Background: an optimization exercise with open tools, aiming at small area, a short achievable clock period and few clock cycles per item. Do not read the settings as production practice.
At most, simulation tests tie the RTL to the original design; equivalence was not proved.
Function not checked in run 3: the RTL went through the layout flow alone.
Power figures rest on the tool's default switching activity, not on a simulated workload.

[design/flow/design.v]
package ppts_pkg;
	localparam int MAX_TASKS_DEF = 16;
	localparam int TIME_BITS_DEF = 22;
	localparam int ARRIVAL_W = 16;
	localparam int BURST_W   = 16;
	localparam int PRIO_W    = 8;
	localparam int FIELD_W   = 22;
	localparam int TASK_NR_W = 5;
	localparam int STATUS_W  = 2;
	localparam int IN_DATA_W  = 40;
	localparam int OUT_DATA_W = 120;
	localparam logic [STATUS_W-1:0] STAT_OK         = 2'd0;
	localparam logic [STATUS_W-1:0] STAT_FULL       = 2'd1;
	localparam logic [STATUS_W-1:0] STAT_ZERO_BURST = 2'd2;
endpackage
module ppts_ks_add #(
	parameter int W = 8
) (
	input  logic [W-1:0] a,
	input  logic [W-1:0] b,
	input  logic         ci,
	output logic [W-1:0] s,
	output logic         co
);
	logic [W-1:0] p0;
	logic [W-1:0] gg;
	logic [W-1:0] pp;
	logic [W-1:0] ng;
	logic [W-1:0] np;
	always_comb begin
		p0 = a ^ b;
		gg = a & b;
		pp = p0;
		gg[0] = gg[0] | (p0[0] & ci);
		for (int d = 1; d < W; d = d * 2) begin
			ng = gg;
			np = pp;
			for (int i = d; i < W; i++) begin
				ng[i] = gg[i] | (pp[i] & gg[i-d]);
				np[i] = pp[i] & pp[i-d];
			end
			gg = ng;
			pp = np;
		end
	end
	generate
		if (W > 1) begin : g_s
			assign s = p0 ^ {gg[W-2:0], ci};
		end else begin : g_s1
			assign s = p0 ^ ci;
		end
	endgenerate
	assign co = gg[W-1];
endmodule
module preemptive_priority_task_scheduler_unit #(
	parameter int MAX_TASKS = ppts_pkg::MAX_TASKS_DEF,
	parameter int TIME_BITS = ppts_pkg::TIME_BITS_DEF
) (
	input  logic                              clk,
	input  logic                              arst_n,
	input  logic                              s_tvalid,
	output logic                              s_tready,
	input  logic [ppts_pkg::IN_DATA_W-1:0]    s_tdata,
	input  logic                              s_tuser,
	output logic                              m_tvalid,
	input  logic                              m_tready,
	output logic [ppts_pkg::OUT_DATA_W-1:0]   m_tdata
);
	localparam int N   = MAX_TASKS;
	localparam int TW  = TIME_BITS;
	localparam int AW  = ppts_pkg::ARRIVAL_W;
	localparam int BW  = ppts_pkg::BURST_W;
	localparam int PW  = ppts_pkg::PRIO_W;
	localparam int CW  = $clog2(N + 1);
	localparam int IW  = (N > 1) ? $clog2(N) : 1;
	localparam int RW  = ppts_pkg::TASK_NR_W;
	logic [TW-1:0]          t_q;        
	logic [TW-1:0]          tn_q;       
	logic [CW-1:0]          loaded_q;
	logic [N-1:0]           live_q;
	logic [N-1:0]           arrived_q;
	logic [N-1:0]           started_q;
	logic [N-1:0][AW-1:0]   arr_q;
	logic [N-1:0][AW:0]     due_q;      
	logic [N-1:0][BW-1:0]   rem_q;
	logic [N-1:0][PW-1:0]   prio_q;
	logic [N-1:0][TW-1:0]   st_q;       
	logic [N-1:0][N-1:0]    beat_q;
	localparam int QW = N + 1 + 2 + 1 + 1 + TW;
	logic                   rdy_q;
	logic [1:0]             p1c_q;
	logic [QW-1:0]          s0_q;
	logic [QW-1:0]          s1_q;
	logic [QW-1:0]          q_new;
	logic                   s2v_q;
	logic [AW-1:0]          s2arr_q;
	logic [AW:0]            s2due_q;
	logic [TW-1:0]          s2st_q;
	logic [RW-1:0]          s2run_q;
	logic                   s2fin_q;
	logic [1:0]             s2stat_q;
	logic                   s2done_q;
	logic                   s2dec_q;
	logic [TW-1:0]          s2x_q;
	logic                   p2v_q;
	logic [ppts_pkg::OUT_DATA_W-1:0] p2_q;
	logic go, go_tick, go_load, pop1, pop2, s2_free;
	logic [1:0] p1c_nxt;
	assign s_tready = rdy_q;
	assign go       = s_tvalid && rdy_q;
	assign go_tick  = go && s_tuser;
	assign go_load  = go && !s_tuser;
	assign pop2     = s2v_q && (!p2v_q || m_tready);
	assign s2_free  = !s2v_q || pop2;
	assign pop1     = (p1c_q != 2'd0) && s2_free;
	assign p1c_nxt  = p1c_q + {1'b0, go} - {1'b0, pop1};
	logic [AW-1:0] in_arr;
	logic [BW-1:0] in_bur;
	logic [PW-1:0] in_pri;
	assign in_arr = s_tdata[15:0];
	assign in_bur = s_tdata[31:16];
	assign in_pri = s_tdata[39:32];
	logic full, zb, load_ok;
	assign full    = (loaded_q == CW'(N));
	assign zb      = (in_bur == '0);
	assign load_ok = !full && !zb;
	logic [TW-1:0] tn_inc;
	logic          t_sat;
	logic          tn_sat;
	ppts_ks_add #(.W(TW)) u_tinc (.a(tn_q), .b('0), .ci(1'b1), .s(tn_inc), .co());
	assign t_sat  = &t_q;
	assign tn_sat = &tn_q;
	logic [AW:0] in_due;
	logic        in_arrived;
	ppts_ks_add #(.W(AW+1)) u_due (.a({1'b0, in_arr}), .b({1'b0, in_bur}), .ci(1'b0),
		.s(in_due), .co());
	ppts_ks_add #(.W(TW)) u_inarr (.a(t_q), .b(~{{(TW-AW){1'b0}}, in_arr}), .ci(1'b1),
		.s(), .co(in_arrived));
	logic [N-1:0] elig;
	logic [N-1:0] win;
	logic [N-1:0] last;
	logic [N-1:0] fin_v;
	logic [N-1:0] ld;
	logic [N-1:0] ge;
	logic [N-1:0] arr_now;
	logic [N-1:0][BW-1:0] rem_dec;
	assign elig = live_q & arrived_q;
	genvar gi, gj;
	generate
		for (gi = 0; gi < N; gi++) begin : g_pick
			logic [N-1:0] blk;
			for (gj = 0; gj < N; gj++) begin : g_blk
				if (gj < gi) begin : g_lo
					assign blk[gj] = elig[gj] & beat_q[gi][gj];
				end else if (gj > gi) begin : g_hi
					assign blk[gj] = elig[gj] & ~beat_q[gj][gi];
				end else begin : g_eq
					assign blk[gj] = 1'b0;
				end
			end
			assign win[gi]     = elig[gi] & ~(|blk);
			assign last[gi]    = (rem_q[gi] == BW'(1));
			assign ld[gi]      = go_load && load_ok && (loaded_q[IW-1:0] == IW'(gi));
			assign arr_now[gi] = ({{(TW-AW){1'b0}}, arr_q[gi]} == tn_q);
			ppts_ks_add #(.W(PW)) u_ge (.a(prio_q[gi]), .b(~in_pri), .ci(1'b1),
				.s(), .co(ge[gi]));
			ppts_ks_add #(.W(BW)) u_dec (.a(rem_q[gi]), .b('1), .ci(1'b0),
				.s(rem_dec[gi]), .co());
		end
	endgenerate
	assign fin_v = win & last;
	generate
		for (gi = 0; gi < N; gi++) begin : g_ent
			always_ff @(posedge clk) begin
				if (ld[gi]) begin
					arr_q[gi]     <= in_arr;
					due_q[gi]     <= in_due;
					prio_q[gi]    <= in_pri;
					beat_q[gi]    <= ge;
				end
				if (ld[gi]) begin
					rem_q[gi]     <= in_bur;
					started_q[gi] <= 1'b0;
					arrived_q[gi] <= in_arrived;
				end else if (go_tick) begin
					if (win[gi]) begin
						rem_q[gi]     <= rem_dec[gi];
						started_q[gi] <= 1'b1;
					end
					if (arr_now[gi]) begin
						arrived_q[gi] <= 1'b1;
					end
				end
				if (go_tick && win[gi] && !started_q[gi]) begin
					st_q[gi] <= t_q;
				end
			end
			always_ff @(posedge clk or negedge arst_n) begin
				if (!arst_n) begin
					live_q[gi] <= 1'b0;
				end else if (ld[gi]) begin
					live_q[gi] <= 1'b1;
				end else if (go_tick && fin_v[gi]) begin
					live_q[gi] <= 1'b0;
				end
			end
		end
	endgenerate
	logic [N-1:0] live_after;
	assign live_after = s_tuser ? (live_q & ~fin_v)
	                            : (live_q | (load_ok ? (N'(1) << loaded_q[IW-1:0]) : '0));
	always_ff @(posedge clk or negedge arst_n) begin
		if (!arst_n) begin
			t_q      <= '0;
			tn_q     <= TW'(1);
			loaded_q <= '0;
			rdy_q    <= 1'b0;
			p1c_q    <= '0;
			s2v_q    <= 1'b0;
			p2v_q    <= 1'b0;
		end else begin
			if (go_tick) begin
				t_q  <= tn_q;
				tn_q <= tn_sat ? tn_q : tn_inc;
			end
			if (go_load && load_ok) begin
				loaded_q <= loaded_q + 1'b1;
			end
			rdy_q <= (p1c_nxt <= 2'd1);
			p1c_q <= p1c_nxt;
			if (s2_free) begin
				s2v_q <= pop1;
			end
			if (!p2v_q || m_tready) begin
				p2v_q <= pop2;
			end
		end
	end
	assign q_new = {s_tuser ? win : N'(0),
	                s_tuser && (|fin_v),
	                s_tuser ? ppts_pkg::STAT_OK
	                : full  ? ppts_pkg::STAT_FULL
	                : zb    ? ppts_pkg::STAT_ZERO_BURST
	                :         ppts_pkg::STAT_OK,
	                ~(|live_after),
	                s_tuser && !t_sat,
	                s_tuser ? tn_q : t_q};
	always_ff @(posedge clk) begin
		if (go && ((p1c_q == 2'd0) || ((p1c_q == 2'd1) && pop1))) begin
			s0_q <= q_new;
		end else if (pop1 && (p1c_q == 2'd2)) begin
			s0_q <= s1_q;
		end
		if (go && (p1c_q == 2'd1) && !pop1) begin
			s1_q <= q_new;
		end
	end
	logic [N-1:0]  q_win;
	logic          q_fin;
	logic [1:0]    q_stat;
	logic          q_done;
	logic          q_dec;
	logic [TW-1:0] q_x;
	assign {q_win, q_fin, q_stat, q_done, q_dec, q_x} = s0_q;
	logic [AW-1:0]  w_arr;
	logic [AW:0]    w_due;
	logic [TW-1:0]  w_st;
	logic [RW-1:0]  w_run;
	always_comb begin
		w_arr = '0;
		w_due = '0;
		w_st  = '0;
		w_run = '0;
		for (int i = 0; i < N; i++) begin
			w_arr = w_arr | (arr_q[i] & {AW{q_win[i]}});
			w_due = w_due | (due_q[i] & {(AW+1){q_win[i]}});
			w_st  = w_st  | (st_q[i]  & {TW{q_win[i]}});
			w_run = w_run | (RW'(i + 1) & {RW{q_win[i]}});
		end
	end
	always_ff @(posedge clk) begin
		if (pop1) begin
			s2arr_q  <= w_arr;
			s2due_q  <= w_due;
			s2st_q   <= w_st;
			s2run_q  <= w_run;
			s2fin_q  <= q_fin;
			s2stat_q <= q_stat;
			s2done_q <= q_done;
			s2dec_q  <= q_dec;
			s2x_q    <= q_x;
		end
	end
	logic [TW-1:0] tick;
	logic [TW-1:0] x_dec;
	logic [TW-1:0] tat;
	logic [TW:0]   wtd;
	logic          wt_pos;
	logic [TW-1:0] wt;
	logic [TW-1:0] resp;
	ppts_ks_add #(.W(TW)) u_xdec (.a(s2x_q), .b('1), .ci(1'b0), .s(x_dec), .co());
	ppts_ks_add #(.W(TW)) u_tat (.a(s2x_q), .b(~{{(TW-AW){1'b0}}, s2arr_q}), .ci(1'b1),
		.s(tat), .co());
	ppts_ks_add #(.W(TW+1)) u_wt (.a({1'b0, s2x_q}), .b(~{{(TW-AW){1'b0}}, s2due_q}),
		.ci(1'b1), .s(wtd), .co(wt_pos));
	ppts_ks_add #(.W(TW)) u_resp (.a(s2st_q), .b(~{{(TW-AW){1'b0}}, s2arr_q}), .ci(1'b1),
		.s(resp), .co());
	assign tick = s2dec_q ? x_dec : s2x_q;
	assign wt   = wt_pos ? wtd[TW-1:0] : '0;
	always_ff @(posedge clk) begin
		if (pop2) begin
			p2_q <= {1'b0, s2done_q,
			         s2fin_q ? resp  : TW'(0),
			         s2fin_q ? wt    : TW'(0),
			         s2fin_q ? tat   : TW'(0),
			         s2fin_q ? s2x_q : TW'(0),
			         s2fin_q,
			         tick,
			         s2run_q,
			         s2stat_q};
		end
	end
	assign m_tvalid = p2v_q;
	assign m_tdata  = p2_q;
endmodule
[design/flow/run.sh]
#!/bin/bash
# synth_recipe.tcl (not shown) runs the flow's synth.tcl, then flattens the netlist and writes it again
# the make line also repeats each setting of config.mk as NAME=value (left out here)
make -C /OpenROAD-flow-scripts/flow DESIGN_CONFIG=/design/flow/config.mk WORK_HOME=/design/flow/orfs CLKGATE_MAP_FILE= SYNTH_SCRIPT=/design/flow/synth_recipe.tcl finish
[design/flow/config.mk]
export PLATFORM = sky130hd
export DESIGN_NAME = preemptive_priority_task_scheduler_unit
export DESIGN_NICKNAME = preemptive_priority_task_scheduler_unit
export VERILOG_FILES = /design/flow/design.v
export SDC_FILE = /design/flow/constraint.sdc
export NUM_CORES = 4
export LEC_CHECK = 0
export CAP_MARGIN = 20
export CORE_MARGIN = 2
export CORE_UTILIZATION = 40
export SETUP_SLACK_MARGIN = 3.3
export SLEW_MARGIN = 20
[design/flow/constraint.sdc]
create_clock -name core_clock -period 6.0 [get_ports {clk}]
set_input_delay 1.2000 -clock core_clock [delete_from_list [all_inputs] [get_ports {clk}]]
set_output_delay 1.2000 -clock core_clock [all_outputs]
set_load 0.01 [all_outputs]
==> summary.md, run 1 <==
| Metric | Value |
|---|---|
| Status | timing/DRC/antenna clean |
| Final setup violation count | 0 |
| Vias in the first global route | 53240 |
| Total of fill cells in the finished design | 16118 |
| Type of the setup path with the least slack | flip-flop to flip-flop |
| Final Max Tran Viols | 0 |
| Detailed placer's ending HPWL | 171.7 mm |
| Total of flip-flops plus latches after synthesis | 1770 |
| Area of the multi-input gates | 27420 µm² |
| CP most frequent cell | sky130_fd_sc_hd__or3_4 |
| Mean post-synth cell area | 13.64 µm² |
| Final routed wirelength across all metal layers | 297.4 mm |
| Share of the yosys chip area belonging to registers | 0.6686 |
| Clock latency at the later pin of the worst-skew pair | 0.86 ns |
| Die Area | 200400 µm² |
| Mux contribution to synthesized area | 0.007755 |
| Sum of buffers and inverters on the critical path | 0 |
| Synth Area in Compound Gates | 0.1014 |
| Per-cell routed wire length | 31.82 µm |
| Adder and majority gate portion of the synthesized area | 0.03709 |
| Critical R2R Capture | m_tdata[28]$_DFFE_PP_ |
| Global-route wire length before repair | 396.4 mm |
| Initial cell density of the core | 0.4034 |
| Ratio of total power to cell area | 359.2 nW/µm² |
| Via density | 6.075 |
| Number of buffers added to fix hold violations after cts | 0 |
| Proportion of layout cells with a drive suffix above 1 | 0.2376 |
| Cell family with most CP delay | simple AND/OR/NAND/NOR gates |
| Number of search-and-repair iterations in the first detailed-routing pass | 6 |
| CTS tree | built |
| Commonest register cell after synthesis | sky130_fd_sc_hd__edfxtp_1 |
| Length in cells of the worst reg-to-reg path | 7 |
| Area growth from synthesis to layout | 28.14% |
| Largest family of logic cells by synthesized area | simple AND/OR/NAND/NOR gates |
| Clock transition at the register clock pins on the worst setup and hold paths after CTS | 0.07 ns |
| Post-synth top area share | 0.6423 |
| Flop2flop setup slack | 2.84 ns |
| Unrepaired setup endpoints after global routing | yes |
| Top cell types by occurrence after synthesis | 1684 x sky130_fd_sc_hd__edfxtp_1, 540 x sky130_fd_sc_hd__nand2_1, 339 x sky130_fd_sc_hd__xnor2_1, 267 x sky130_fd_sc_hd__o21ai_0, 241 x sky130_fd_sc_hd__nor2_1 |
| Final period utilization | 0.5267 |
| Crit path capture type | flip-flop |
| Pwr Total | 36240 µW |
| # clock sinks | 1770 |
| Footprint of the flip-flops and latches | 52690 µm² |
| Worst-case clock skew | 0.06944 ns |
| Worst-case hold slack | 0.2698 ns |
| Num CTS Buffers | 182 |
| P_leak | 0.03572 µW |
| Synthesized instance count | 5774 |
| Cell with the most instances after synthesis | sky130_fd_sc_hd__edfxtp_1 |
| Number of logic stages on the critical path including buffering | 7 |
| Share of the core filled with cells in the final layout | 0.5169 |
| Synthesized Nets | 6050 |
| Async set-or-reset flop fraction in the synthesized netlist | 0.03955 |
| Synth area leader | sky130_fd_sc_hd__edfxtp_1 |
| Worst Setup Start Kind | flip-flop |
| Number of maximum-capacitance constraint violations | 0 |
| VDD IR max | 0.2648 mV |
| Worst min-delay path category | primary input to asynchronous set/reset pin |
| Highest Clock Rate | 316.4 MHz |
| Slowest Stage Delay on Critical Path | 0.53 ns |
| Row cnt | 162 |
| Post-synth design cell area | 78740 µm² |
| Final-report hold violation count | 0 |
| RD Place Congestion | 0.9725 |
| CTS max path bufs | 3 |
| Xor/xnor share of the synthesized area | 0.06062 |
| Min Clock Period, post-route | 3.160 ns |
| Area inside the core boundary | 195200 µm² |
| Largest net degree at the start of global routing | 85 |
| # H-tree levels | 4 |
| Synthesis Warnings | 6 |
| Cell type of the slowest stage on the worst timing path | sky130_fd_sc_hd__edfxtp_1 |
| # DRC | 0 |
| Worst-margin pin slew | 1.031 ns |
| Max_slew headroom | 0.3064 |
| Total of buffers placed on input and output ports | 165 |
| Largest fanout on the critical path | 5 |
| Die Wd | 447.7 µm |
| Number of synthesized flops with an enable pin | 1684 |
| Setup Total Neg Slack | 0 ns |
| Initial antenna violation count | 11 |
| Overall global routing resource usage | 0.2781 |
| Cell at the root of the clock tree | sky130_fd_sc_hd__clkbuf_16 |
| Vertical extent of the die | 447.7 µm |
| Starting DRT DRC Count | 8092 |
| Endpoint arrival time on the critical path | 3.75 ns |
| Distinct cells, synth | 76 |
| Total Nets Final | 6836 |
| Reg-to-reg startpoint | s2x_q[3]$_DFFE_PP_ |
| Cell breakdown of the critical path | or3_4 > or4b_4 > or3_4 > or4_4 > or3b_4 > nor2_4 > xor2_1 |
| GR Overflow Total | 0 |
| Top cells by area in the synthesized netlist | sky130_fd_sc_hd__edfxtp_1 64%, sky130_fd_sc_hd__xnor2_1 3.8%, sky130_fd_sc_hd__ha_1 3.6% |
| Via total after detailed routing | 56782 |
| Worst setup timing slack at the placement stage | 0.9431 ns |
| Area share of and/or/nand/nor cells after synthesis | 0.1032 |
| Final WS setup | 2.840 ns |
| WP data required | 6.59 ns |
| Number of primary I/O pins | 167 |
| Number of antenna-violating nets in the routed design | 0 |
per-stage QoR:
stage / std cells / area [µm²]
after CTS: 9118 / 96580
after detailed placement: 8477 / 84810
after global placement: 8477 / 84800
final: 9347 / 100900
after global routing: 9341 / 100900
after floorplan: 5774 / 79470
state kept, by name (all words and copies together) (netlist names), 43 cells and up:
name and flops:
m_tdata 119, prio_q 120, beat_q 120, st_q 352, arr_q 256, s1_q 43
due_q 272, rem_q 256, s0_q 43
cell families after synthesis:
kind of cell / count (synthesis)
flops: 1770
simple gates: 1630
compound gates: 1099
xor+xnor: 545
buf+inv: 443
fa+ha+maj: 231
mux: 55
other cells: 1
cells in the final DEF, fill, tap and decap left out, drive strengths merged, types with 160 or more instances in the layout:
| cell | instances |
|---|---|
| a221oi | 221 |
| a22o | 222 |
| buf | 741 |
| clkbuf | 303 |
| edfxtp | 1684 |
| ha | 227 |
| inv | 160 |
| nand2 | 543 |
| nor2 | 243 |
| o21ai | 267 |
| xnor2 | 339 |
| xor2 | 206 |
cell type report:
cell class,instances,area share
flip-flops and latches,1770,0.5222
multi-input cells,3571,0.2718
repair buffers,870,0.1042
clock buffers,239,0.04856
well taps,2624,0.03254
clock inverters,102,0.01100
inverters,154,0.008433
repair inverters,11,0.001054
diodes,6,0.0001488
repair_timing:
item,CTS,global route
cloned,57,61
setup endpoints to repair,2389,1511
pin swaps,135,197
gates resized for setup,1101,395
buffers inserted,243,161
worst max-delay path by stage:
stage | from | to | slack, ns
6_report | s2x_q[3]$_DFFE_PP_ | m_tdata[28]$_DFFE_PP_ | 2.84
5_1_grt | loaded_q[0]$_DFFE_PN0P_ | s0_q[23]$_DFFE_PP_ | 2.77
4_1_cts | s2x_q[4]$_DFFE_PP_ | m_tdata[28]$_DFFE_PP_ | 2.85
3_5_place_dp | s_tdata[1] | due_q[252]$_DFFE_PP_ | 0.94
3_3_place_gp | s_tdata[1] | due_q[252]$_DFFE_PP_ | 1.03
2_1_floorplan | m_tready | p1c_q[1]$_DFF_PN0_ | 2.25
power by group:
| part | internal (µW) | switching [µW] |
|---|---|---|
| Sequential | 15000 | 850 |
| Combinational | 3210 | 5610 |
| Clock | 6460 | 5080 |
layer usage:
metal,GRT usage,wire length (µm),vias up
met2,0.4319,133100,3665
met4,0.1625,21750,4
met1,0.3630,111100,28422
li1,-,-,23794
met3,0.05434,31390,897
met5,0,26,-
Testbench counts, summed over its fixed seeds: cycles 5,624, items 5,600.
==> run 2: changes to the inputs <==
--- a/design/flow/config.mk
+++ b/design/flow/config.mk
@@ -9,4 +9,3 @@
 export CORE_MARGIN = 2
 export CORE_UTILIZATION = 40
-export SETUP_SLACK_MARGIN = 3.3
 export SLEW_MARGIN = 20
==> summary.md, run 2 <==
| Metric | Value |
|---|---|
| Final setup violation count | 0 |
| Slowest Stage Delay on Critical Path | 0.82 ns |
| Total Nets Final | 6299 |
| Worst min-delay path category | primary input to asynchronous set/reset pin |
| Overall global routing resource usage | 0.2553 |
| # H-tree levels | 4 |
| Number of antenna-violating nets in the routed design | 0 |
| Met2 global-route usage | 0.4054 |
| Max_slew headroom | 0.2168 |
| GR Layer Usage met3 | 0.03920 |
| Per-cell routed wire length | 29.47 µm |
| Worst Setup Start Kind | flip-flop |
| Ratio of total power to cell area | 380.2 nW/µm² |
| Internal power summed over all cells | 23710 µW |
| Met1 layer usage reported by global route | 0.3475 |
| Post-cts repair resize count | 0 |
| Via total after detailed routing | 52277 |
| Commonest cells after routing, fill and taps aside | 1684 x sky130_fd_sc_hd__edfxtp_1, 537 x sky130_fd_sc_hd__nand2_1, 332 x sky130_fd_sc_hd__xnor2_1 |
| Worst setup timing slack at the placement stage | 0.7916 ns |
| VDD IR max | 0.2676 mV |
| Vertical extent of the die | 447.7 µm |
| Status | timing/DRC/antenna clean |
| Clock latency at the later pin of the worst-skew pair | 0.84 ns |
| CTS tree | built |
| Pwr Total | 34300 µW |
| Initial antenna violation count | 7 |
| Reg with most FFs | st_q |
| Number of flip-flops in the largest register | 352 |
| Cell family with most CP delay | simple AND/OR/NAND/NOR gates |
| Share of the yosys chip area belonging to registers | 0.6686 |
| CP most frequent cell | sky130_fd_sc_hd__nand4_1 |
| Portion of total power attributed to sequential cells | 0.468 |
| Area growth from synthesis to layout | 14.60% |
| Final period utilization | 0.7796 |
| Share of the core filled with cells in the final layout | 0.4623 |
| Starting DRT DRC Count | 6851 |
| Synth area leader | sky130_fd_sc_hd__edfxtp_1 |
| Post-CTS setup buffers | 0 |
| Distinct cells, synth | 76 |
| Final routed wirelength across all metal layers | 259.6 mm |
| Type of the setup path with the least slack | flip-flop to flip-flop |
| Number of synthesized flops with an enable pin | 1684 |
| Cell type of the slowest stage on the worst timing path | sky130_fd_sc_hd__edfxtp_1 |
| Total of flip-flops plus latches after synthesis | 1770 |
| Final WS setup | 1.323 ns |
| Commonest register cell after synthesis | sky130_fd_sc_hd__edfxtp_1 |
| Vias in the first global route | 50328 |
| Power dissipated by switching net loads | 10590 µW |
| Post-synth design cell area | 78740 µm² |
| Via density | 5.935 |
| Cell breakdown of the critical path | nand2_1 > nand4b_1 > nor4_2 > nand4_1 > a22o_1 > nor2_1 > nand4_1 > o31ai_1 |
| Highest Clock Rate | 213.8 MHz |
| Clock transition at the register clock pins on the worst setup and hold paths after CTS | 0.06 ns |
| RD Place Congestion | 0.9535 |
| # DRC | 0 |
| Largest registers | st_q (352), due_q (272) |
| GRT Max-Usage Layer | met2 |
| Number of search-and-repair iterations in the first detailed-routing pass | 7 |
| Flop2flop setup slack | 1.32 ns |
| Number of maximum-capacitance constraint violations | 0 |
| Largest net degree at the start of global routing | 115 |
| P_leak | 0.03108 µW |
| Number of primary I/O pins | 167 |
| Die Wd | 447.7 µm |
| Number of buffers added to fix hold violations after cts | 0 |
| Combinational Power Share | 0.210 |
| Global-route wire length before repair | 368.6 mm |
| GR Overflow Total | 0 |
| Final-report hold violation count | 0 |
| Cell with the most instances after synthesis | sky130_fd_sc_hd__edfxtp_1 |
| # clock sinks | 1770 |
| Mean post-synth cell area | 13.64 µm² |
| Proportion of layout cells with a drive suffix above 1 | 0.09047 |
| Final Max Tran Viols | 0 |
| Synthesized instance count | 5774 |
| Cell at the root of the clock tree | sky130_fd_sc_hd__clkbuf_16 |
| Most common cell after layout, fill and taps aside | sky130_fd_sc_hd__edfxtp_1 |
| Switching share of power | 0.3089 |
| Proportion of power drawn by the clock network | 0.322 |
| Length in cells of the worst reg-to-reg path | 8 |
| Sum of buffers and inverters on the critical path | 0 |
| Setup Total Neg Slack | 0 ns |
| Synthesized Nets | 6050 |
| Unrepaired setup endpoints after global routing | no |
| Top cells by area in the synthesized netlist | sky130_fd_sc_hd__edfxtp_1 64%, sky130_fd_sc_hd__xnor2_1 3.8%, sky130_fd_sc_hd__ha_1 3.6% |
| CTS max path bufs | 3 |
| WP data required | 6.56 ns |
| Crit path capture type | flip-flop |
| Area inside the core boundary | 195200 µm² |
| Min Clock Period, post-route | 4.677 ns |
| Die Area | 200400 µm² |
| Reg-to-reg startpoint | arrived_q[15]$_SDFFCE_PN1P_ |
| Worst-margin pin slew | 1.164 ns |
| Async set-or-reset flop fraction in the synthesized netlist | 0.03955 |
| Worst-case clock skew | 0.04074 ns |
| Top cell types by occurrence after synthesis | 1684 x sky130_fd_sc_hd__edfxtp_1, 540 x sky130_fd_sc_hd__nand2_1, 339 x sky130_fd_sc_hd__xnor2_1, 267 x sky130_fd_sc_hd__o21ai_0, 241 x sky130_fd_sc_hd__nor2_1 |
| Synthesis Warnings | 6 |
| Worst-case hold slack | 0.2893 ns |
| Largest fanout on the critical path | 9 |
| Post-synth top area share | 0.6423 |
| Endpoint arrival time on the critical path | 5.24 ns |
| Detailed placer's ending HPWL | 166.3 mm |
| Num CTS Buffers | 183 |
| Critical R2R Capture | s0_q[23]$_DFFE_PP_ |
| Initial cell density of the core | 0.4034 |
| Total of buffers placed on input and output ports | 165 |
| Row cnt | 162 |
## run 2: cell count changes in the layout (fill, tap and decap cells not counted), moves of 54 or more
cell / before / now
sky130_fd_sc_hd__buf_4: 373 / 163
sky130_fd_sc_hd__clkdlybuf4s50_1: 5 / 163
sky130_fd_sc_hd__buf_6: 112 / 0
sky130_fd_sc_hd__buf_12: 109 / 25
sky130_fd_sc_hd__nand2_1: 462 / 537
sky130_fd_sc_hd__buf_2: 74 / 2
sky130_fd_sc_hd__buf_16: 55 / 0
sky130_fd_sc_hd__o21ai_0: 212 / 266
## run 2: how the worst max path moves through the flow
stage | start | endpoint | slack, ns | cells after the start
5_1_grt | arrived_q[15]$_SDFFCE_PN1P_ | s0_q[23]$_DFFE_PP_ | 1.38 | 8
3_5_place_dp | s_tdata[21] | rem_q[27]$_DFFE_PP_ | 0.79 | 12
2_1_floorplan | s_tdata[17] | arrived_q[12]$_SDFFCE_PN1P_ | 0.87 | 10
3_3_place_gp | s_tdata[21] | rem_q[18]$_DFFE_PP_ | 0.85 | 12
4_1_cts | arrived_q[15]$_SDFFCE_PN1P_ | s0_q[23]$_DFFE_PP_ | 1.42 | 8
6_report | arrived_q[15]$_SDFFCE_PN1P_ | s0_q[23]$_DFFE_PP_ | 1.32 | 8
## run 2: power by group through the flow
| stage | Sequential (µW) | Clock [µW] | Combinational (µW) |
|---|---|---|---|
| floorplan | 16000 | 0 | 3880 |
| global placement | 16300 | 0 | 7010 |
| detailed placement | 16300 | 0 | 7050 |
| CTS | 16000 | 11200 | 7090 |
| global route | 16100 | 11600 | 7580 |
| finish | 16000 | 11100 | 7200 |
## run 2: metrics by stage
stage,instance area [µm²],cells
after floorplan,78740,5774
after global placement,84420,8461
after detailed placement,84420,8461
after CTS,90140,8802
after global routing,90220,8803
final,90230,8808
## run 2: cell type report
type	count	area (µm²)
fill	17161	105000
sequential	1770	52640
multi-input combinational	3561	24600
clock buffer	246	4867
timing repair buffer	353	3366
tap	2624	3283
clock inverter	95	860.8
inverter	154	603.1
antenna	5	12.51
## run 2: cells by family (layout without fill, tap and decap cells)
kind of cell,Yosys count,count (layout),synth area share
fa+ha+maj,231,231,0.03709
flops,1770,1770,0.6686
buf+inv,443,848,0.02126
other cells,1,6,0.00004763
compound gates,1099,1099,0.1014
simple gates,1630,1630,0.1032
xor+xnor,545,545,0.06062
mux,55,55,0.007755
## run 2: per-layer routing
layer	wire [µm]	share of wire
met1	105400	0.41
met3	20750	0.080
met4	13050	0.050
met5	43	0.00017
met2	120300	0.46
## run 2: worst reg2reg max path, delay by kind of cell (launching register included)
family	cells	cell delay, ns
AND/OR/NAND/NOR	6	2.76
AO/OA/AOI/OAI	2	0.85
flip-flops	1	0.82
==> run 3: changes to the inputs <==
--- a/design/flow/design.v
+++ b/design/flow/design.v
@@ -84,4 +84,6 @@
 	logic [N-1:0][AW:0]     due_q;      
 	logic [N-1:0][BW-1:0]   rem_q;
+	logic [N-1:0]           c_oh_q;     
+	logic [BW-1:0]          c_raw_q;    
 	logic [N-1:0][PW-1:0]   prio_q;
 	logic [N-1:0][TW-1:0]   st_q;       
@@ -101,5 +103,5 @@
 	logic [1:0]             s2stat_q;
 	logic                   s2done_q;
-	logic                   s2dec_q;
+	logic [TW-1:0]          s2tick_q;
 	logic [TW-1:0]          s2x_q;
 	logic                   p2v_q;
@@ -144,5 +146,13 @@
 	logic [N-1:0] ge;
 	logic [N-1:0] arr_now;
-	logic [N-1:0][BW-1:0] rem_dec;
+	logic [BW-1:0] c_dec;
+	logic          c_last;
+	logic          c_hit;
+	logic          found;
+	logic [BW-1:0] w_rem;
+	logic [BW-1:0] rem_wd;
+	logic [N-1:0]  rem_we;
+	ppts_ks_add #(.W(BW)) u_cdec (.a(c_raw_q), .b('1), .ci(1'b0), .s(c_dec), .co());
+	assign c_last = (c_raw_q == BW'(2));
 	assign elig = live_q & arrived_q;
 	genvar gi, gj;
@@ -160,14 +170,27 @@
 			end
 			assign win[gi]     = elig[gi] & ~(|blk);
-			assign last[gi]    = (rem_q[gi] == BW'(1));
+			assign last[gi]    = c_oh_q[gi] ? c_last : (rem_q[gi] == BW'(1));
 			assign ld[gi]      = go_load && load_ok && (loaded_q[IW-1:0] == IW'(gi));
 			assign arr_now[gi] = ({{(TW-AW){1'b0}}, arr_q[gi]} == tn_q);
 			ppts_ks_add #(.W(PW)) u_ge (.a(prio_q[gi]), .b(~in_pri), .ci(1'b1),
 				.s(), .co(ge[gi]));
-			ppts_ks_add #(.W(BW)) u_dec (.a(rem_q[gi]), .b('1), .ci(1'b0),
-				.s(rem_dec[gi]), .co());
+			assign rem_we[gi]  = ld[gi] || (go_tick && found && !c_hit && c_oh_q[gi]);
 		end
 	endgenerate
 	assign fin_v = win & last;
+	assign found = |win;
+	assign c_hit = |(win & c_oh_q);
+	assign rem_wd = go_load ? in_bur : c_dec;
+	always_comb begin
+		w_rem = '0;
+		for (int i = 0; i < N; i++) begin
+			w_rem = w_rem | (rem_q[i] & {BW{win[i]}});
+		end
+	end
+	always_ff @(posedge clk) begin
+		if (go_tick && found) begin
+			c_raw_q <= c_hit ? c_dec : w_rem;
+		end
+	end
 	generate
 		for (gi = 0; gi < N; gi++) begin : g_ent
@@ -179,11 +202,12 @@
 					beat_q[gi]    <= ge;
 				end
+				if (rem_we[gi]) begin
+					rem_q[gi]     <= rem_wd;
+				end
 				if (ld[gi]) begin
-					rem_q[gi]     <= in_bur;
 					started_q[gi] <= 1'b0;
 					arrived_q[gi] <= in_arrived;
 				end else if (go_tick) begin
 					if (win[gi]) begin
-						rem_q[gi]     <= rem_dec[gi];
 						started_q[gi] <= 1'b1;
 					end
@@ -215,4 +239,5 @@
 			tn_q     <= TW'(1);
 			loaded_q <= '0;
+			c_oh_q   <= '0;
 			rdy_q    <= 1'b0;
 			p1c_q    <= '0;
@@ -227,4 +252,7 @@
 				loaded_q <= loaded_q + 1'b1;
 			end
+			if (go_tick && found) begin
+				c_oh_q <= win;
+			end
 			rdy_q <= (p1c_nxt <= 2'd1);
 			p1c_q <= p1c_nxt;
@@ -279,4 +307,6 @@
 		end
 	end
+	logic [TW-1:0] x_dec;
+	ppts_ks_add #(.W(TW)) u_xdec (.a(q_x), .b('1), .ci(1'b0), .s(x_dec), .co());
 	always_ff @(posedge clk) begin
 		if (pop1) begin
@@ -288,10 +318,8 @@
 			s2stat_q <= q_stat;
 			s2done_q <= q_done;
-			s2dec_q  <= q_dec;
+			s2tick_q <= q_dec ? x_dec : q_x;
 			s2x_q    <= q_x;
 		end
 	end
-	logic [TW-1:0] tick;
-	logic [TW-1:0] x_dec;
 	logic [TW-1:0] tat;
 	logic [TW:0]   wtd;
@@ -299,5 +327,4 @@
 	logic [TW-1:0] wt;
 	logic [TW-1:0] resp;
-	ppts_ks_add #(.W(TW)) u_xdec (.a(s2x_q), .b('1), .ci(1'b0), .s(x_dec), .co());
 	ppts_ks_add #(.W(TW)) u_tat (.a(s2x_q), .b(~{{(TW-AW){1'b0}}, s2arr_q}), .ci(1'b1),
 		.s(tat), .co());
@@ -306,5 +333,4 @@
 	ppts_ks_add #(.W(TW)) u_resp (.a(s2st_q), .b(~{{(TW-AW){1'b0}}, s2arr_q}), .ci(1'b1),
 		.s(resp), .co());
-	assign tick = s2dec_q ? x_dec : s2x_q;
 	assign wt   = wt_pos ? wtd[TW-1:0] : '0;
 	always_ff @(posedge clk) begin
@@ -316,5 +342,5 @@
 			         s2fin_q ? s2x_q : TW'(0),
 			         s2fin_q,
-			         tick,
+			         s2tick_q,
 			         s2run_q,
 			         s2stat_q};
--- a/design/flow/config.mk
+++ b/design/flow/config.mk
@@ -9,3 +9,4 @@
 export CORE_MARGIN = 2
 export CORE_UTILIZATION = 40
+export SETUP_SLACK_MARGIN = 3.3
 export SLEW_MARGIN = 20
==> summary.md, run 3 <==
| Metric | Value |
|---|---|
| Placed Cells | 7712 |
| RD Place Congestion | 0.9636 |
| Initial antenna violation count | 12 |
| Num CTS Buffers | 187 |
| Overall global routing resource usage | 0.2819 |
| Post-synth top area share | 0.6731 |
| Share of the yosys chip area belonging to registers | 0.7053 |
| Die Wd | 442.1 µm |
| Number of standard cells in the layout, taps in and fillers out | 8548 |
| Row cnt | 160 |
| Number of antenna-violating nets in the routed design | 0 |
| Crit path capture type | flip-flop |
| Largest net degree at the start of global routing | 109 |
| Footprint of the flip-flops and latches | 54200 µm² |
| Cell family with most CP delay | simple AND/OR/NAND/NOR gates |
| CTS max path bufs | 3 |
| Final setup violation count | 0 |
| P_leak | 0.03471 µW |
| Design Area, Final | 98070 µm² |
| Number of flip-flops in the largest register | 352 |
| Total Nets Final | 6116 |
| Initial cell density of the core | 0.4033 |
| Synthesized Nets | 5361 |
| Type of the setup path with the least slack | flip-flop to flip-flop |
| Final Max Tran Viols | 0 |
| Area growth from synthesis to layout | 27.72% |
| Area inside the core boundary | 190400 µm² |
| Synth area leader | sky130_fd_sc_hd__edfxtp_1 |
| Clock latency at the later pin of the worst-skew pair | 0.85 ns |
| Largest registers | st_q (352), due_q (272) |
| Via total after detailed routing | 53721 |
| Final period utilization | 0.5341 |
| Proportion of layout cells with a drive suffix above 1 | 0.2685 |
| Commonest cells after routing, fill and taps aside | 1721 x sky130_fd_sc_hd__edfxtp_1, 374 x sky130_fd_sc_hd__buf_4, 281 x sky130_fd_sc_hd__nand2_1 |
| Commonest register cell after synthesis | sky130_fd_sc_hd__edfxtp_1 |
| Max_slew headroom | 0.2316 |
| Global-route wire length before repair | 393.0 mm |
| Highest Clock Rate | 312.0 MHz |
| Via density | 6.285 |
| Per-cell routed wire length | 33.90 µm |
| Clock transition at the register clock pins on the worst setup and hold paths after CTS | 0.06 ns |
| Total of fill cells in the finished design | 15518 |
| Total of flip-flops plus latches after synthesis | 1823 |
| Ratio of total power to cell area | 390.9 nW/µm² |
| Async set-or-reset flop fraction in the synthesized netlist | 0.04717 |
| Top cell types by occurrence after synthesis | 1721 x sky130_fd_sc_hd__edfxtp_1, 314 x sky130_fd_sc_hd__nand2_1, 244 x sky130_fd_sc_hd__a221oi_1, 244 x sky130_fd_sc_hd__a22o_1, 197 x sky130_fd_sc_hd__ha_1 |
| Number of buffers added to fix hold violations after cts | 0 |
| Sum of buffers and inverters on the critical path | 6 |
| Starting DRT DRC Count | 8356 |
| Share of the core filled with cells in the final layout | 0.5151 |
| Slowest Stage Delay on Critical Path | 0.52 ns |
| Number of maximum-capacitance constraint violations | 0 |
| Final routed wirelength across all metal layers | 289.8 mm |
| Cell with the most instances after synthesis | sky130_fd_sc_hd__edfxtp_1 |
| Vertical extent of the die | 442.1 µm |
| Reg with most FFs | st_q |
| WP data required | 6.59 ns |
| Worst-case clock skew | 0.04274 ns |
| Synthesized instance count | 5115 |
| Detailed placer's ending HPWL | 170.8 mm |
| Area of the multi-input gates | 25120 µm² |
| # clock sinks | 1823 |
| Worst-margin pin slew | 1.153 ns |
| Most common cell after layout, fill and taps aside | sky130_fd_sc_hd__edfxtp_1 |
| Unrepaired setup endpoints after global routing | yes |
| VDD IR max | 0.3235 mV |
| Post-synth design cell area | 76780 µm² |
| Number of synthesized flops with an enable pin | 1721 |
| Total of buffers placed on input and output ports | 165 |
| # H-tree levels | 4 |
| Setup Total Neg Slack | 0 ns |
| Cell type of the slowest stage on the worst timing path | sky130_fd_sc_hd__edfxtp_1 |
| # DRC | 0 |
| Top cells by area in the synthesized netlist | sky130_fd_sc_hd__edfxtp_1 67%, sky130_fd_sc_hd__ha_1 3.2%, sky130_fd_sc_hd__a221oi_1 2.8% |
| Pwr Total | 38340 µW |
| Distinct cells, synth | 87 |
| Vias in the first global route | 51276 |
| Status | timing/DRC/antenna clean |
| CTS tree | built |
| Worst min-delay path category | primary input to asynchronous set/reset pin |
| Endpoint arrival time on the critical path | 3.79 ns |
| Cell breakdown of the critical path | buf_6 > buf_12 > and2_4 > o2111ai_4 > nor4_4 > buf_4 > buf_6 > nor4_2 > nand4_1 > nand2_4 > inv_12 > and2_4 > buf_8 > a21o_4 |
| Die Area | 195500 µm² |
| GR Overflow Total | 0 |
| Number of search-and-repair iterations in the first detailed-routing pass | 8 |
| Synthesis Warnings | 6 |
| Worst Setup Start Kind | flip-flop |
| Final-report hold violation count | 0 |
| Mean post-synth cell area | 15.01 µm² |
| Cell at the root of the clock tree | sky130_fd_sc_hd__clkbuf_16 |
| Largest fanout on the critical path | 9 |
| Number of primary I/O pins | 167 |
| Placed standard-cell area | 82560 µm² |
| Min Clock Period, post-route | 3.205 ns |
## run 3: changes by cell type after synthesis, sizes merged, moves of 28 or more
cell | before | now
nand2 | 540 | 318
xnor2 | 339 | 179
nor2 | 243 | 173
nand4 | 126 | 154
nor3 | 144 | 70
inv | 149 | 105
clkbuf | 229 | 141
ha | 227 | 197
xor2 | 206 | 176
o21ai | 267 | 48
nand3 | 141 | 191
edfxtp | 1684 | 1721
buf | 60 | 119
a22oi | 9 | 89
## run 3: path summary, 6_finish.rpt
kind,cells after the start,slack (ns),from,to
max in group asynchronous,2,4.41,arst_n,t_q[18]$_DFFE_PN0P_
min reg2reg,0,0.41,s2tick_q[18]$_DFFE_PP_,m_tdata[25]$_DFFE_PP_
min in group core_clock,0,0.41,s2tick_q[18]$_DFFE_PP_,m_tdata[25]$_DFFE_PP_
min,1,0.35,arst_n,live_q[3]$_DFFE_PN0P_
max,14,2.80,arrived_q[8]$_SDFFCE_PN1P_,rem_q[232]$_DFFE_PP_
max reg2reg,14,2.80,arrived_q[8]$_SDFFCE_PN1P_,rem_q[232]$_DFFE_PP_
## run 3: through the flow
step | hold WS (ns) | setup WS (ns)
final | 0.3536 | 2.795
after global routing | 0.3599 | 2.792
after CTS | 0.3410 | 2.988
after detailed placement | 0.4045 | 0.9707
after global placement | 0.4073 | 1.074
after floorplan | 0.4003 | 1.919
## run 3: area by class of cell
class	count	share of cell area
repair buffers	798	0.08992
clock buffers	223	0.04940
repair inverters	4	0.0003317
well taps	2511	0.03204
inverters	105	0.004925
multi-input cells	2951	0.2562
clock inverters	126	0.01443
flip-flops and latches	1823	0.5526
diodes	7	0.0001786
## run 3: report_power, final
group | leakage (µW) | switching [µW] | internal (µW)
Combinational | 0.0152 | 6090 | 3450
Sequential | 0.0164 | 1030 | 15800
Clock | 0.00305 | 5170 | 6810
Total | 0.0347 | 12300 | 26000
## run 3: repair_timing
item                                     CTS  global route
endpoints found under the setup margin  2258          1199
pin swaps                                146           142
cloned                                    50            30
resized for setup                       1038           381
setup buffers                            311            89
## run 3: cells by family (layout without fill, tap and decap cells)
logic type | Yosys count | in the layout | synth area share
compound gates | 1002 | 1019 | 0.1041
xor+xnor | 355 | 355 | 0.04049
fa+ha+maj | 201 | 201 | 0.03314
buf+inv | 365 | 1256 | 0.01903
flops | 1823 | 1823 | 0.7053
mux | 58 | 58 | 0.008148
other cells | 1 | 8 | 0.00004884
simple gates | 1310 | 1317 | 0.08977
## run 3: layer usage
metal	share of wire	track usage
met1	0.37	0.3729
met2	0.45	0.4340
met3	0.12	0.06680
met4	0.060	0.1436
met5	0	0
==> run 4: changes to the inputs <==
--- a/design/flow/design.v
+++ b/design/flow/design.v
@@ -91,7 +91,8 @@
 	localparam int QW = N + 1 + 2 + 1 + 1 + TW;
 	logic                   rdy_q;
-	logic [1:0]             p1c_q;
-	logic [QW-1:0]          s0_q;
-	logic [QW-1:0]          s1_q;
+	logic                   va_q;
+	logic                   vb_q;
+	logic [QW-1:0]          qa_q;
+	logic [QW-1:0]          qb_q;
 	logic [QW-1:0]          q_new;
 	logic                   s2v_q;
@@ -108,5 +109,5 @@
 	logic [ppts_pkg::OUT_DATA_W-1:0] p2_q;
 	logic go, go_tick, go_load, pop1, pop2, s2_free;
-	logic [1:0] p1c_nxt;
+	logic va_nxt, vb_nxt;
 	assign s_tready = rdy_q;
 	assign go       = s_tvalid && rdy_q;
@@ -115,6 +116,7 @@
 	assign pop2     = s2v_q && (!p2v_q || m_tready);
 	assign s2_free  = !s2v_q || pop2;
-	assign pop1     = (p1c_q != 2'd0) && s2_free;
-	assign p1c_nxt  = p1c_q + {1'b0, go} - {1'b0, pop1};
+	assign pop1     = va_q && s2_free;
+	assign va_nxt   = go || (va_q && !(pop1 && !vb_q));
+	assign vb_nxt   = (go && !pop1 && va_q) || (vb_q && !pop1);
 	logic [AW-1:0] in_arr;
 	logic [BW-1:0] in_bur;
@@ -175,5 +177,5 @@
 			ppts_ks_add #(.W(PW)) u_ge (.a(prio_q[gi]), .b(~in_pri), .ci(1'b1),
 				.s(), .co(ge[gi]));
-			assign rem_we[gi]  = ld[gi] || (go_tick && found && !c_hit && c_oh_q[gi]);
+			assign rem_we[gi]  = ld[gi] || (go_tick && c_oh_q[gi]);
 		end
 	endgenerate
@@ -231,7 +233,14 @@
 		end
 	endgenerate
-	logic [N-1:0] live_after;
-	assign live_after = s_tuser ? (live_q & ~fin_v)
-	                            : (live_q | (load_ok ? (N'(1) << loaded_q[IW-1:0]) : '0));
+	logic none_live, one_live, done_tick, done_load;
+	assign none_live = ~(|live_q);
+	always_comb begin
+		one_live = 1'b0;
+		for (int i = 0; i < N; i++) begin
+			if (live_q == (N'(1) << i)) one_live = 1'b1;
+		end
+	end
+	assign done_tick = none_live || (one_live && (|(live_q & arrived_q & last)));
+	assign done_load = none_live && !load_ok;
 	always_ff @(posedge clk or negedge arst_n) begin
 		if (!arst_n) begin
@@ -241,5 +250,6 @@
 			c_oh_q   <= '0;
 			rdy_q    <= 1'b0;
-			p1c_q    <= '0;
+			va_q     <= 1'b0;
+			vb_q     <= 1'b0;
 			s2v_q    <= 1'b0;
 			p2v_q    <= 1'b0;
@@ -255,6 +265,7 @@
 				c_oh_q <= win;
 			end
-			rdy_q <= (p1c_nxt <= 2'd1);
-			p1c_q <= p1c_nxt;
+			rdy_q <= !(va_nxt && vb_nxt);
+			va_q  <= va_nxt;
+			vb_q  <= vb_nxt;
 			if (s2_free) begin
 				s2v_q <= pop1;
@@ -271,15 +282,13 @@
 	                : zb    ? ppts_pkg::STAT_ZERO_BURST
 	                :         ppts_pkg::STAT_OK,
-	                ~(|live_after),
+	                s_tuser ? done_tick : done_load,
 	                s_tuser && !t_sat,
 	                s_tuser ? tn_q : t_q};
 	always_ff @(posedge clk) begin
-		if (go && ((p1c_q == 2'd0) || ((p1c_q == 2'd1) && pop1))) begin
-			s0_q <= q_new;
-		end else if (pop1 && (p1c_q == 2'd2)) begin
-			s0_q <= s1_q;
+		if (go) begin
+			qa_q <= q_new;
 		end
-		if (go && (p1c_q == 2'd1) && !pop1) begin
-			s1_q <= q_new;
+		if (go && !pop1 && va_q) begin
+			qb_q <= qa_q;
 		end
 	end
@@ -290,5 +299,5 @@
 	logic          q_dec;
 	logic [TW-1:0] q_x;
-	assign {q_win, q_fin, q_stat, q_done, q_dec, q_x} = s0_q;
+	assign {q_win, q_fin, q_stat, q_done, q_dec, q_x} = vb_q ? qb_q : qa_q;
 	logic [AW-1:0]  w_arr;
 	logic [AW:0]    w_due;
--- a/design/flow/config.mk
+++ b/design/flow/config.mk
@@ -8,5 +8,6 @@
 export CAP_MARGIN = 20
 export CORE_MARGIN = 2
-export CORE_UTILIZATION = 40
-export SETUP_SLACK_MARGIN = 3.3
+export CORE_UTILIZATION = 55
+export PLACE_DENSITY = 0.65
+export SETUP_SLACK_MARGIN = 3.2
 export SLEW_MARGIN = 20
==> summary.md, run 4 <==
| Metric | Value |
|---|---|
| Number of antenna-violating nets in the routed design | 0 |
| Largest net degree at the start of global routing | 64 |
| Number of primary I/O pins | 167 |
| P_leak | 0.03340 µW |
| Ratio of total power to cell area | 427.7 nW/µm² |
| Cell at the root of the clock tree | sky130_fd_sc_hd__clkbuf_16 |
| Final period utilization | 0.5113 |
| Critical R2R Capture | qa_q[23]$_DFFE_PP_ |
| Worst min-delay path category | primary input to asynchronous set/reset pin |
| Status | timing/DRC/antenna clean |
| Total of fill cells in the finished design | 9569 |
| Final setup violation count | 0 |
| Worst-margin pin slew | 1.051 ns |
| Sum of buffers and inverters on the critical path | 0 |
| Slowest Stage Delay on Critical Path | 0.58 ns |
| Cell type of the slowest stage on the worst timing path | sky130_fd_sc_hd__dfrtp_1 |
| Initial cell density of the core | 0.5524 |
| Num CTS Buffers | 185 |
| Type of the setup path with the least slack | flip-flop to flip-flop |
| # H-tree levels | 4 |
| Synthesized instance count | 5154 |
| Area of the multi-input gates | 24830 µm² |
| VDD IR max | 0.3036 mV |
| Top cell types by occurrence after synthesis | 1721 x sky130_fd_sc_hd__edfxtp_1, 285 x sky130_fd_sc_hd__nand2_1, 247 x sky130_fd_sc_hd__a22o_1, 243 x sky130_fd_sc_hd__a221oi_1, 238 x sky130_fd_sc_hd__nor2_1 |
| Top cells by area in the synthesized netlist | sky130_fd_sc_hd__edfxtp_1 67%, sky130_fd_sc_hd__ha_1 3.1%, sky130_fd_sc_hd__a22o_1 2.8% |
| Endpoint arrival time on the critical path | 3.70 ns |
| Footprint of the flip-flops and latches | 54190 µm² |
| Clock transition at the register clock pins on the worst setup and hold paths after CTS | 0.06 ns |
| Post-synth top area share | 0.6721 |
| Share of the yosys chip area belonging to registers | 0.7043 |
| Max_slew headroom | 0.2993 |
| Row cnt | 137 |
| Cell with the most instances after synthesis | sky130_fd_sc_hd__edfxtp_1 |
| Synth area leader | sky130_fd_sc_hd__edfxtp_1 |
| Die Wd | 377.9 µm |
| Largest registers | st_q (352), due_q (272) |
| Worst-case clock skew | 0.03589 ns |
| Final routed wirelength across all metal layers | 278.3 mm |
| Via total after detailed routing | 53397 |
| Commonest cells after routing, fill and taps aside | 1721 x sky130_fd_sc_hd__edfxtp_1, 309 x sky130_fd_sc_hd__buf_4, 247 x sky130_fd_sc_hd__a22o_1 |
| Via density | 6.856 |
| Cell family with most CP delay | simple AND/OR/NAND/NOR gates |
| Detailed placer's ending HPWL | 164.7 mm |
| Number of standard cells in the layout, taps in and fillers out | 7788 |
| Commonest register cell after synthesis | sky130_fd_sc_hd__edfxtp_1 |
| Mean post-synth cell area | 14.92 µm² |
| Setup Total Neg Slack | 0 ns |
| Async set-or-reset flop fraction in the synthesized netlist | 0.04717 |
| Number of synthesized flops with an enable pin | 1721 |
| Number of maximum-capacitance constraint violations | 0 |
| Synthesis Warnings | 6 |
| Crit path capture type | flip-flop |
| GR Overflow Total | 0 |
| Vertical extent of the die | 377.9 µm |
| Largest fanout on the critical path | 6 |
| Unrepaired setup endpoints after global routing | yes |
| Worst Setup Start Kind | flip-flop |
| Post-synth design cell area | 76890 µm² |
| Distinct cells, synth | 82 |
| Reg with most FFs | st_q |
| Flop2flop setup slack | 2.93 ns |
| Per-cell routed wire length | 35.74 µm |
| Area inside the core boundary | 139200 µm² |
| Area growth from synthesis to layout | 23.25% |
| Clock latency at the later pin of the worst-skew pair | 0.83 ns |
| Overall global routing resource usage | 0.3783 |
| CTS max path bufs | 3 |
| RD Place Congestion | 0.9811 |
| Final Max Tran Viols | 0 |
| Initial antenna violation count | 15 |
| Placed Cells | 7097 |
| Min Clock Period, post-route | 3.068 ns |
| WP data required | 6.63 ns |
| Global-route wire length before repair | 378.8 mm |
| Most common cell after layout, fill and taps aside | sky130_fd_sc_hd__edfxtp_1 |
| Length in cells of the worst reg-to-reg path | 8 |
| Total Nets Final | 5988 |
| Starting DRT DRC Count | 8548 |
| # clock sinks | 1823 |
| Synthesized Nets | 5396 |
| Number of flip-flops in the largest register | 352 |
| Vias in the first global route | 50586 |
| Number of search-and-repair iterations in the first detailed-routing pass | 7 |
| Die Area | 142800 µm² |
| Final-report hold violation count | 0 |
| # DRC | 0 |
| Reg-to-reg startpoint | c_oh_q[13]$_DFFE_PN0P_ |
| Total of flip-flops plus latches after synthesis | 1823 |
| CTS tree | built |
| CP most frequent cell | sky130_fd_sc_hd__nand4_1 |
| Highest Clock Rate | 326.0 MHz |
| Proportion of layout cells with a drive suffix above 1 | 0.2242 |
| Cell breakdown of the critical path | nor4_2 > nand4_1 > nor4b_2 > a32o_1 > a211oi_1 > nand4_1 > a41oi_2 > o21ai_4 |
| Total of buffers placed on input and output ports | 165 |
[run 4: cells by family after synthesis]
logic type / Yosys count / synth area share
multiplexers: 91 / 0.01279
other: 1 / 0.00004877
buffers and inverters: 366 / 0.01953
XOR/XNOR: 367 / 0.04180
AO/OA/AOI/OAI: 996 / 0.1010
adder cells (fa/ha/maj): 197 / 0.03245
AND/OR/NAND/NOR: 1313 / 0.08811
flip-flops: 1823 / 0.7043
[run 4: how the worst max path moves through the flow]
stage,start,to,cells after the start
floorplan,s_tdata[0],due_q[116]$_DFFE_PP_,11
global placement,s_tdata[8],due_q[132]$_DFFE_PP_,8
detailed placement,s_tdata[8],due_q[64]$_DFFE_PP_,8
CTS,c_raw_q[10]$_DFFE_PP_,qa_q[26]$_DFFE_PP_,9
global route,c_raw_q[10]$_DFFE_PP_,qa_q[26]$_DFFE_PP_,8
finish,c_oh_q[13]$_DFFE_PN0P_,qa_q[23]$_DFFE_PP_,8
[run 4: per-layer routing]
metal  wire, µm  vias to the layer above  GRT usage  share of wire
li1           -                    21682          -              -
met1      97320                    26549     0.4922           0.35
met2     123800                     4162     0.5811           0.44
met3      36560                      986     0.1006           0.13
met4      20490                       18     0.2092          0.074
met5        135                        -          0        0.00049
[run 4: layout make-up]
cell class,count,area share
clock inverter,115,0.01076
clock buffer,232,0.05292
tap,1876,0.02477
sequential,1823,0.5718
multi-input combinational,2976,0.2620
antenna,6,0.0001584
inverter,114,0.005717
timing repair inverter,8,0.0006337
timing repair buffer,638,0.07130
[run 4: timing repair]
| action | 4_1_cts | 5_1_grt |
|---|---|---|
| setup endpoints to repair | 2128 | 1108 |
| setup buffers | 206 | 87 |
| pin swaps | 95 | 93 |
| gates resized for setup | 607 | 253 |
| gates cloned | 31 | 14 |
| hold buffers | 0 | 0 |
[run 4: report_power, final]
group | switching (µW) | leakage, µW | total, µW | internal, µW
registers | 1190 | 0.0170 | 17300 | 16200
logic | 7400 | 0.0135 | 11700 | 4270
clock network | 5010 | 0.00295 | 11500 | 6510
[run 4: through the flow]
| step | setup WS [ns] | utilization | power [µW] | hold WS [ns] | cell area, µm² |
|---|---|---|---|---|---|
| final | 2.932 | 0.6809 | 40530 | 0.4163 | 94770 |
| after global routing | 2.986 | 0.6807 | 41560 | 0.4207 | 94750 |
| after CTS | 3.035 | 0.6660 | 39310 | 0.3747 | 92690 |
| after detailed placement | 0.9610 | 0.5922 | 26720 | 0.4045 | 82430 |
| after global placement | 1.092 | 0.5921 | 26610 | 0.4027 | 82410 |
| after floorplan | 2.627 | - | 22500 | 0.4003 | 78190 |
Testbench counts of run 4, summed over its fixed seeds: cycles 5,624, items 5,600.
==> run 5: changes to the inputs <==
--- a/design/flow/config.mk
+++ b/design/flow/config.mk
@@ -8,6 +8,5 @@
 export CAP_MARGIN = 20
 export CORE_MARGIN = 2
-export CORE_UTILIZATION = 55
-export PLACE_DENSITY = 0.65
-export SETUP_SLACK_MARGIN = 3.2
+export CORE_UTILIZATION = 40
+export SETUP_SLACK_MARGIN = 3.4
 export SLEW_MARGIN = 20
==> summary.md, run 5 <==
| Metric | Value |
|---|---|
| Status | timing/DRC/antenna clean |
| Placed Cells | 7727 |
| Via total after detailed routing | 56290 |
| Number of flip-flops in the largest register | 352 |
| Final-report hold violation count | 0 |
| Worst-margin pin slew | 1.370 ns |
| Proportion of layout cells with a drive suffix above 1 | 0.3340 |
| Initial cell density of the core | 0.4035 |
| Post-synth top area share | 0.6721 |
| P_leak | 0.03660 µW |
| Worst Setup Start Kind | flip-flop |
| Global-route wire length before repair | 417.7 mm |
| Clock transition at the register clock pins on the worst setup and hold paths after CTS | 0.07 ns |
| WP data required | 6.40 ns |
| # clock sinks | 1823 |
| Commonest register cell after synthesis | sky130_fd_sc_hd__edfxtp_1 |
| Vias in the first global route | 53094 |
| Number of standard cells in the layout, taps in and fillers out | 8785 |
| Total of flip-flops plus latches after synthesis | 1823 |
| Min Clock Period, post-route | 3.052 ns |
| Die Wd | 442.4 µm |
| Synthesis Warnings | 6 |
| Synthesized instance count | 5154 |
| Endpoint arrival time on the critical path | 3.46 ns |
| Async set-or-reset flop fraction in the synthesized netlist | 0.04717 |
| Via density | 6.408 |
| Area inside the core boundary | 190600 µm² |
| Commonest cells after routing, fill and taps aside | 1721 x sky130_fd_sc_hd__edfxtp_1, 380 x sky130_fd_sc_hd__buf_4, 242 x sky130_fd_sc_hd__a22o_1 |
| Reg with most FFs | st_q |
| Unrepaired setup endpoints after global routing | yes |
| CTS tree | built |
| # H-tree levels | 4 |
| Final Max Tran Viols | 0 |
| CTS max path bufs | 3 |
| Die Area | 195800 µm² |
| Number of maximum-capacitance constraint violations | 0 |
| Per-cell routed wire length | 35.69 µm |
| Flop2flop setup slack | 2.95 ns |
| Worst-case clock skew | 0.02862 ns |
| Final period utilization | 0.5087 |
| Number of synthesized flops with an enable pin | 1721 |
| Largest net degree at the start of global routing | 120 |
| Number of buffers added to fix hold violations after cts | 0 |
| # DRC | 0 |
| Post-synth design cell area | 76890 µm² |
| Initial antenna violation count | 19 |
| Number of antenna-violating nets in the routed design | 0 |
| Worst min-delay path category | primary input to asynchronous set/reset pin |
| Top cells by area in the synthesized netlist | sky130_fd_sc_hd__edfxtp_1 67%, sky130_fd_sc_hd__ha_1 3.1%, sky130_fd_sc_hd__a22o_1 2.8% |
| Total of buffers placed on input and output ports | 165 |
| VDD IR max | 0.3522 mV |
| Clock latency at the later pin of the worst-skew pair | 0.85 ns |
| Cell at the root of the clock tree | sky130_fd_sc_hd__clkbuf_16 |
| Largest fanout on the critical path | 7 |
| Number of primary I/O pins | 167 |
| Mean post-synth cell area | 14.92 µm² |
| Row cnt | 160 |
| Pwr Total | 43690 µW |
| Highest Clock Rate | 327.6 MHz |
| Synth area leader | sky130_fd_sc_hd__edfxtp_1 |
| Num CTS Buffers | 181 |
| Max_slew headroom | 0.08244 |
| Number of search-and-repair iterations in the first detailed-routing pass | 8 |
| Distinct cells, synth | 82 |
| Ratio of total power to cell area | 422.8 nW/µm² |
| Final routed wirelength across all metal layers | 313.6 mm |
| Share of the core filled with cells in the final layout | 0.5422 |
| Top cell types by occurrence after synthesis | 1721 x sky130_fd_sc_hd__edfxtp_1, 285 x sky130_fd_sc_hd__nand2_1, 247 x sky130_fd_sc_hd__a22o_1, 243 x sky130_fd_sc_hd__a221oi_1, 238 x sky130_fd_sc_hd__nor2_1 |
| Final setup violation count | 0 |
| Share of the yosys chip area belonging to registers | 0.7043 |
| Type of the setup path with the least slack | flip-flop to flip-flop |
| Overall global routing resource usage | 0.3030 |
| Worst-case hold slack | 0.3702 ns |
| Vertical extent of the die | 442.4 µm |
| GR Overflow Total | 0 |
| Starting DRT DRC Count | 8974 |
| Cell with the most instances after synthesis | sky130_fd_sc_hd__edfxtp_1 |
| Most common cell after layout, fill and taps aside | sky130_fd_sc_hd__edfxtp_1 |
| Crit path capture type | flip-flop |
| Detailed placer's ending HPWL | 167.5 mm |
| Synthesized Nets | 5396 |
| RD Place Congestion | 0.9575 |
| Largest registers | st_q (352), due_q (272) |
| Area growth from synthesis to layout | 34.40% |
| Total Nets Final | 6357 |
| Setup Total Neg Slack | 0 ns |
run 5: cell count changes in the layout (fill, tap and decap cells not counted), sizes merged, moves of 6 or more:
cell,change
bufbuf,+10
buf,+487
dlygate4sd2,-120
diode,+7
clkdlybuf4s15,-6
clkinv,-19
run 5: metal layers:
layer / GRT usage / vias to the layer above / routed length [µm]
li1: - / 22417 / -
met1: 0.3784 / 27903 / 108800
met2: 0.4545 / 4678 / 133900
met3: 0.09542 / 1282 / 42700
met4: 0.1968 / 10 / 28070
met5: 0.0007326 / - / 120
run 5: path summary, 6_finish.rpt:
kind                                 startpoint               endpoint  cells past startpoint
setup / recovery                 vb_q$_DFF_PN0_  s2due_q[16]$_DFFE_PP_                     10
hold / removal                           arst_n  c_oh_q[2]$_DFFE_PN0P_                      1
setup reg to reg                 vb_q$_DFF_PN0_  s2due_q[16]$_DFFE_PP_                     10
hold reg to reg            s2run_q[0]$_DFFE_PP_   m_tdata[2]$_DFFE_PP_                      0
max in group asynchronous                arst_n         vb_q$_DFF_PN0_                      2
min in group core_clock    s2run_q[0]$_DFFE_PP_   m_tdata[2]$_DFFE_PP_                      0
run 5: what timing repair did:
item	in CTS	in global routing
pin swaps	246	253
resized for setup	1503	436
buffers inserted	466	137
gates cloned	82	30
endpoints found under the setup margin	2452	1134
run 5: cell families (layout without fill, tap and decap cells):
family | count (synthesis) | count (layout) | share of synthesized area
adders and majority gates | 197 | 197 | 0.03245
buffers and inverters | 366 | 1460 | 0.01953
xor gates and xnor gates | 367 | 369 | 0.04180
DFF | 1823 | 1823 | 0.7043
AOI/OAI and AO/OA | 996 | 996 | 0.1010
and+or+nand+nor | 1313 | 1316 | 0.08811
other | 1 | 14 | 0.00004877
muxes | 91 | 99 | 0.01279
run 5: critical path, stage by stage, from the launching register on:
cell and delay, ns:
sky130_fd_sc_hd__dfrtp_4 0.51, sky130_fd_sc_hd__buf_16 0.17, sky130_fd_sc_hd__buf_6 0.12, sky130_fd_sc_hd__buf_6 0.11
sky130_fd_sc_hd__buf_12 0.12, sky130_fd_sc_hd__mux2_4 0.39, sky130_fd_sc_hd__buf_12 0.18, sky130_fd_sc_hd__buf_16 0.15
sky130_fd_sc_hd__a22o_1 0.18, sky130_fd_sc_hd__a221oi_2 0.19, sky130_fd_sc_hd__nand4_1 0.46
run 5: stage by stage:
stage | instance area [µm²] | setup WS [ns]
final | 103300 | 2.948
after global routing | 103300 | 2.948
after CTS | 99340 | 3.009
after detailed placement | 83490 | 1.091
after global placement | 83460 | 1.131
after floorplan | 78520 | 2.627
run 5: final cells by class:
class	count	area [µm²]
Clock inverter	94	788.3
Tap cell	2511	3142
Multi-Input combinational cell	2978	27220
Fill cell	14881	87240
Sequential cell	1823	54220
Clock buffer	235	4878
Antenna cell	13	32.53
Timing Repair Buffer	1009	12440
Inverter	114	560.5
Timing Repair inverter	8	60.06
run 5: power breakdown:
part           switching, µW  internal, µW
registers               1080         16200
logic                   9100          6200
clock network           4970          6170

==> port drivers added, routing unchanged <==
The flow's constraints put no driver on any port. The routed layouts listed below were extracted and timed again, unchanged, in two steps.
Step 1: set_driving_cell puts a clkbuf_16 on clk and a buf_2 on each other input, an assumption about the parent block.
Step 2, shift: input delay + t, output delay - t, t = (earliest + latest rising clock arrival at the registers) / 2. This alone moves slack from input paths to output paths.
Three values: no drivers, after step 1, after step 2; two values: the first two.
run | t (ns) | slack for setup (ns) | hold WS [ns]
run 1 | 0.909 | 2.840 / 2.840 / 2.106 | 0.270 / 0.208 / 0.414
run 2 | 0.905 | 1.323 / 1.323 / 0.816 | 0.289 / 0.226 / 0.406
run 3 | 0.918 | 2.795 / 2.795 / 2.264 | 0.354 / 0.292 / 0.408
run 4 | 0.899 | 2.932 / 2.932 / 2.216 | 0.416 / 0.351 / 0.418
run 5 | 0.923 | 2.948 / 2.948 / 2.231 | 0.370 / 0.418 / 0.418
After both steps setup and hold are still met in every run listed. The setup slack of run 1, which loses most, moves by 0.000 ns with the drivers and by -0.734 ns with both steps.
